This is an optimization exercise on Yosys and OpenROAD, whose aim is small area, not a production implementation.
In this exercise RTL edits were held to simulation tests only and were not proved equivalent to the original.
Power and IR drop assume default switching activity.

==> run a: inputs <==
==> flow/design.v <==
module regfile_sb #(
  parameter int unsigned DATA_W = 16,
  parameter int unsigned ADDR_W = 8
) (
  input  logic              clk,
  input  logic              rst_n,
  input  logic [ADDR_W-1:0] reg_addr_1,
  input  logic [ADDR_W-1:0] reg_addr_2,
  input  logic              write_en,
  input  logic [ADDR_W-1:0] reg_addr_in,
  input  logic [DATA_W-1:0] data_in,
  input  logic              pend_set_en,
  input  logic [ADDR_W-1:0] pend_set_addr,
  output logic [DATA_W-1:0] data_out_1,
  output logic [DATA_W-1:0] data_out_2,
  output logic              busy_1,
  output logic              busy_2,
  output logic              ready,
  output logic [DATA_W-1:0] mem_test
);
  localparam int unsigned DEPTH = 2 ** ADDR_W;
  typedef enum logic {CLEAR, READY} state_t;
  state_t            state_q, state_d;
  logic [ADDR_W-1:0] clr_ptr_q, clr_ptr_d;
  logic              ready_q;
  logic [DATA_W-1:0] mem [DEPTH];
  logic [DEPTH-1:0]  pend_q;
  logic              mem_we;
  logic [ADDR_W-1:0] mem_waddr;
  logic [DATA_W-1:0] mem_wdata;
  logic              pend_clr_en;
  logic [ADDR_W-1:0] pend_clr_addr;
  logic              pend_set_ok;
  logic [DATA_W-1:0] rd_1, rd_2, rd_0;
  logic              bz_1, bz_2;
  always_comb begin
    state_d       = state_q;
    clr_ptr_d     = clr_ptr_q;
    mem_we        = 1'b0;
    mem_waddr     = reg_addr_in;
    mem_wdata     = data_in;
    pend_clr_en   = 1'b0;
    pend_clr_addr = reg_addr_in;
    pend_set_ok   = 1'b0;
    case (state_q)
      CLEAR: begin
        mem_we        = rst_n;
        mem_waddr     = clr_ptr_q;
        mem_wdata     = '0;
        pend_clr_en   = rst_n;
        pend_clr_addr = clr_ptr_q;
        if (clr_ptr_q == {ADDR_W{1'b1}}) begin
          state_d = READY;
        end else begin
          clr_ptr_d = clr_ptr_q + ADDR_W'(1);
        end
      end
      READY: begin
        mem_we      = rst_n & write_en;
        pend_clr_en = rst_n & write_en;
        pend_set_ok = rst_n & pend_set_en;
      end
      default: state_d = CLEAR;
    endcase
  end
  always_ff @(posedge clk) begin
    if (!rst_n) begin
      state_q   <= CLEAR;
      clr_ptr_q <= '0;
      ready_q   <= 1'b0;
    end else begin
      state_q   <= state_d;
      clr_ptr_q <= clr_ptr_d;
      ready_q   <= (state_d == READY);
    end
  end
  always_ff @(posedge clk) begin
    if (mem_we) mem[mem_waddr] <= mem_wdata;
  end
  always_ff @(posedge clk) begin
    if (pend_clr_en) pend_q[pend_clr_addr] <= 1'b0;
    if (pend_set_ok) pend_q[pend_set_addr] <= 1'b1;
  end
  always_comb begin
    rd_1 = mem[reg_addr_1];
    rd_2 = mem[reg_addr_2];
    rd_0 = mem[0];
    bz_1 = pend_q[reg_addr_1];
    bz_2 = pend_q[reg_addr_2];
  end
  always_comb begin
    data_out_1 = ready_q ? rd_1 : '0;
    data_out_2 = ready_q ? rd_2 : '0;
    mem_test   = ready_q ? rd_0 : '0;
    busy_1     = ready_q & bz_1;
    busy_2     = ready_q & bz_2;
    ready      = ready_q;
  end
endmodule
==> flow/run.sh <==
#!/bin/bash
# synth_recipe.tcl (not shown) runs the flow's synth.tcl, then flattens the netlist and writes it again
# the make line also repeats each setting of config.mk as NAME=value (left out here)
make -C /OpenROAD-flow-scripts/flow DESIGN_CONFIG=/design/flow/config.mk WORK_HOME=/design/flow/orfs CLKGATE_MAP_FILE= SYNTH_SCRIPT=/design/flow/synth_recipe.tcl finish
==> flow/config.mk <==
export PLATFORM = sky130hd
export DESIGN_NAME = regfile_sb
export DESIGN_NICKNAME = regfile_sb
export VERILOG_FILES = /design/flow/design.v
export SDC_FILE = /design/flow/constraint.sdc
export NUM_CORES = 4
export LEC_CHECK = 0
export CAP_MARGIN = 20
export CORE_MARGIN = 2
export CORE_UTILIZATION = 30
export CTS_BUF_LIST = sky130_fd_sc_hd__clkbuf_8
export CTS_CLUSTER_DIAMETER = 60
export CTS_CLUSTER_SIZE = 25
export PLACE_DENSITY = 0.45
export SETUP_SLACK_MARGIN = 0.1
export SLEW_MARGIN = 20
export SYNTH_MEMORY_MAX_BITS = 8192
==> flow/constraint.sdc <==
create_clock -name core_clock -period 8.0 [get_ports {clk}]
set_input_delay 1.6000 -clock core_clock [delete_from_list [all_inputs] [get_ports {clk}]]
set_output_delay 1.6000 -clock core_clock [all_outputs]
set_load 0.01 [all_outputs]
==> run b: changes against run a <==
CAP_MARGIN = 30   (was 20)
CTS_BUF_LIST = not set   (was sky130_fd_sc_hd__clkbuf_8)
CTS_CLUSTER_DIAMETER = not set   (was 60)
CTS_CLUSTER_SIZE = not set   (was 25)
SETUP_SLACK_MARGIN = 0.2   (was 0.1)
SLEW_MARGIN = 40   (was 20)
==> run c: changes against run a <==
==> flow/design.v (replaced) <==
module regfile_sb #(
  parameter int unsigned DATA_W = 16,
  parameter int unsigned ADDR_W = 8
) (
  input  logic              clk,
  input  logic              rst_n,
  input  logic [ADDR_W-1:0] reg_addr_1,
  input  logic [ADDR_W-1:0] reg_addr_2,
  input  logic              write_en,
  input  logic [ADDR_W-1:0] reg_addr_in,
  input  logic [DATA_W-1:0] data_in,
  input  logic              pend_set_en,
  input  logic [ADDR_W-1:0] pend_set_addr,
  output logic [DATA_W-1:0] data_out_1,
  output logic [DATA_W-1:0] data_out_2,
  output logic              busy_1,
  output logic              busy_2,
  output logic              ready,
  output logic [DATA_W-1:0] mem_test
);
  localparam int unsigned DEPTH = 2 ** ADDR_W;
  logic              ready_q;
  logic [ADDR_W-1:0] clr_ptr_q;
  logic [DATA_W-1:0] mem [DEPTH];
  logic [DEPTH-1:0]  pend_q;
  always_ff @(posedge clk) begin
    if (!rst_n) begin
      ready_q   <= 1'b0;
      clr_ptr_q <= '0;
    end else begin
      clr_ptr_q <= clr_ptr_q + ADDR_W'(1);
      if (clr_ptr_q == {ADDR_W{1'b1}}) ready_q <= 1'b1;
    end
  end
  logic              wr_en;
  logic [ADDR_W-1:0] wr_addr;
  logic [DATA_W-1:0] wr_data;
  logic              set_en;
  assign wr_en   = rst_n & (write_en | ~ready_q);
  assign wr_addr = ready_q ? reg_addr_in : clr_ptr_q;
  assign wr_data = ready_q ? data_in : '0;
  assign set_en  = rst_n & ready_q & pend_set_en;
  logic [DEPTH-1:0] wr_sel, set_sel, rd_sel_1, rd_sel_2;
  always_comb begin
    for (int i = 0; i < DEPTH; i++) begin
      wr_sel[i]   = wr_en  & (wr_addr == ADDR_W'(i));
      set_sel[i]  = set_en & (pend_set_addr == ADDR_W'(i));
      rd_sel_1[i] = ready_q & (reg_addr_1 == ADDR_W'(i));
      rd_sel_2[i] = ready_q & (reg_addr_2 == ADDR_W'(i));
    end
  end
  always_ff @(posedge clk) begin
    for (int i = 0; i < DEPTH; i++) begin
      if (wr_sel[i]) mem[i] <= wr_data;
    end
  end
  always_ff @(posedge clk) begin
    for (int i = 0; i < DEPTH; i++) begin
      pend_q[i] <= set_sel[i] | (pend_q[i] & ~wr_sel[i]);
    end
  end
  always_comb begin
    data_out_1 = '0;
    data_out_2 = '0;
    busy_1     = 1'b0;
    busy_2     = 1'b0;
    for (int i = 0; i < DEPTH; i++) begin
      data_out_1 = data_out_1 | ({DATA_W{rd_sel_1[i]}} & mem[i]);
      data_out_2 = data_out_2 | ({DATA_W{rd_sel_2[i]}} & mem[i]);
      busy_1     = busy_1 | (rd_sel_1[i] & pend_q[i]);
      busy_2     = busy_2 | (rd_sel_2[i] & pend_q[i]);
    end
    mem_test = {DATA_W{ready_q}} & mem[0];
    ready    = ready_q;
  end
endmodule
CAP_MARGIN = 30   (was 20)
CORE_UTILIZATION = 50   (was 30)
CTS_BUF_LIST = sky130_fd_sc_hd__clkbuf_8 sky130_fd_sc_hd__clkbuf_4   (was sky130_fd_sc_hd__clkbuf_8)
CTS_CLUSTER_DIAMETER = not set   (was 60)
CTS_CLUSTER_SIZE = 30   (was 25)
PLACE_DENSITY = 0.6   (was 0.45)
SETUP_SLACK_MARGIN = 0.2   (was 0.1)
SLEW_MARGIN = 40   (was 20)
==> run summary <==
- Run b ran to the end with no violations. Run c failed in global routing (GRT-0116). Run a produced a layout that fails on setup timing.
- Sequential power is about the same in run b and run a.
- Of run b and run a, run b has the higher via count (gap 0.98%, measured against run a).
- Against run b, the final cell count of run a is lower by about 0.9%.
- In die area, run a and run b do not differ.
- Against run a, the non-clock buffer count of run b is higher by 145.
- Core utilization: run b is higher than run a (1.3 points).
- Flip-flop and latch count is the same in run a and run b.
- Sequential share of layout area: run a is higher than run b (1.9 points).

[what the ideal ports hide]
Ports are ideal in the flow. The routed layouts listed here were re-timed in OpenROAD.
Step 1, drivers: a clkbuf_16 drives clk and a buf_2 each remaining input, both assumed.
Step 2 moves the port delays by t, midway between the first and last clock arrival at a register: inputs arrive t later, outputs are due t later. That takes back most of the time a late clock gives input paths.
Slacks: no drivers / after step 1 / after step 2; pairs: no drivers / after step 1.
run	shift t [ns]	slack for setup (ns)	worst hold slack (ns)	worst setup path after step 2	worst slew at a driven data input, ns
run a	1.462	-0.157 / -0.285 / -0.285	0.494 / 0.494 / 0.494	input to output	0.26
run b	1.228	0.020 / -0.071 / -0.071	0.484 / 0.484 / 0.484	input to output	0.26
Met with ideal ports but missed after step 2: setup timing in run b. For run a, which loses most, drivers alone change the setup slack by -0.128 ns; drivers and shift together by -0.128 ns.
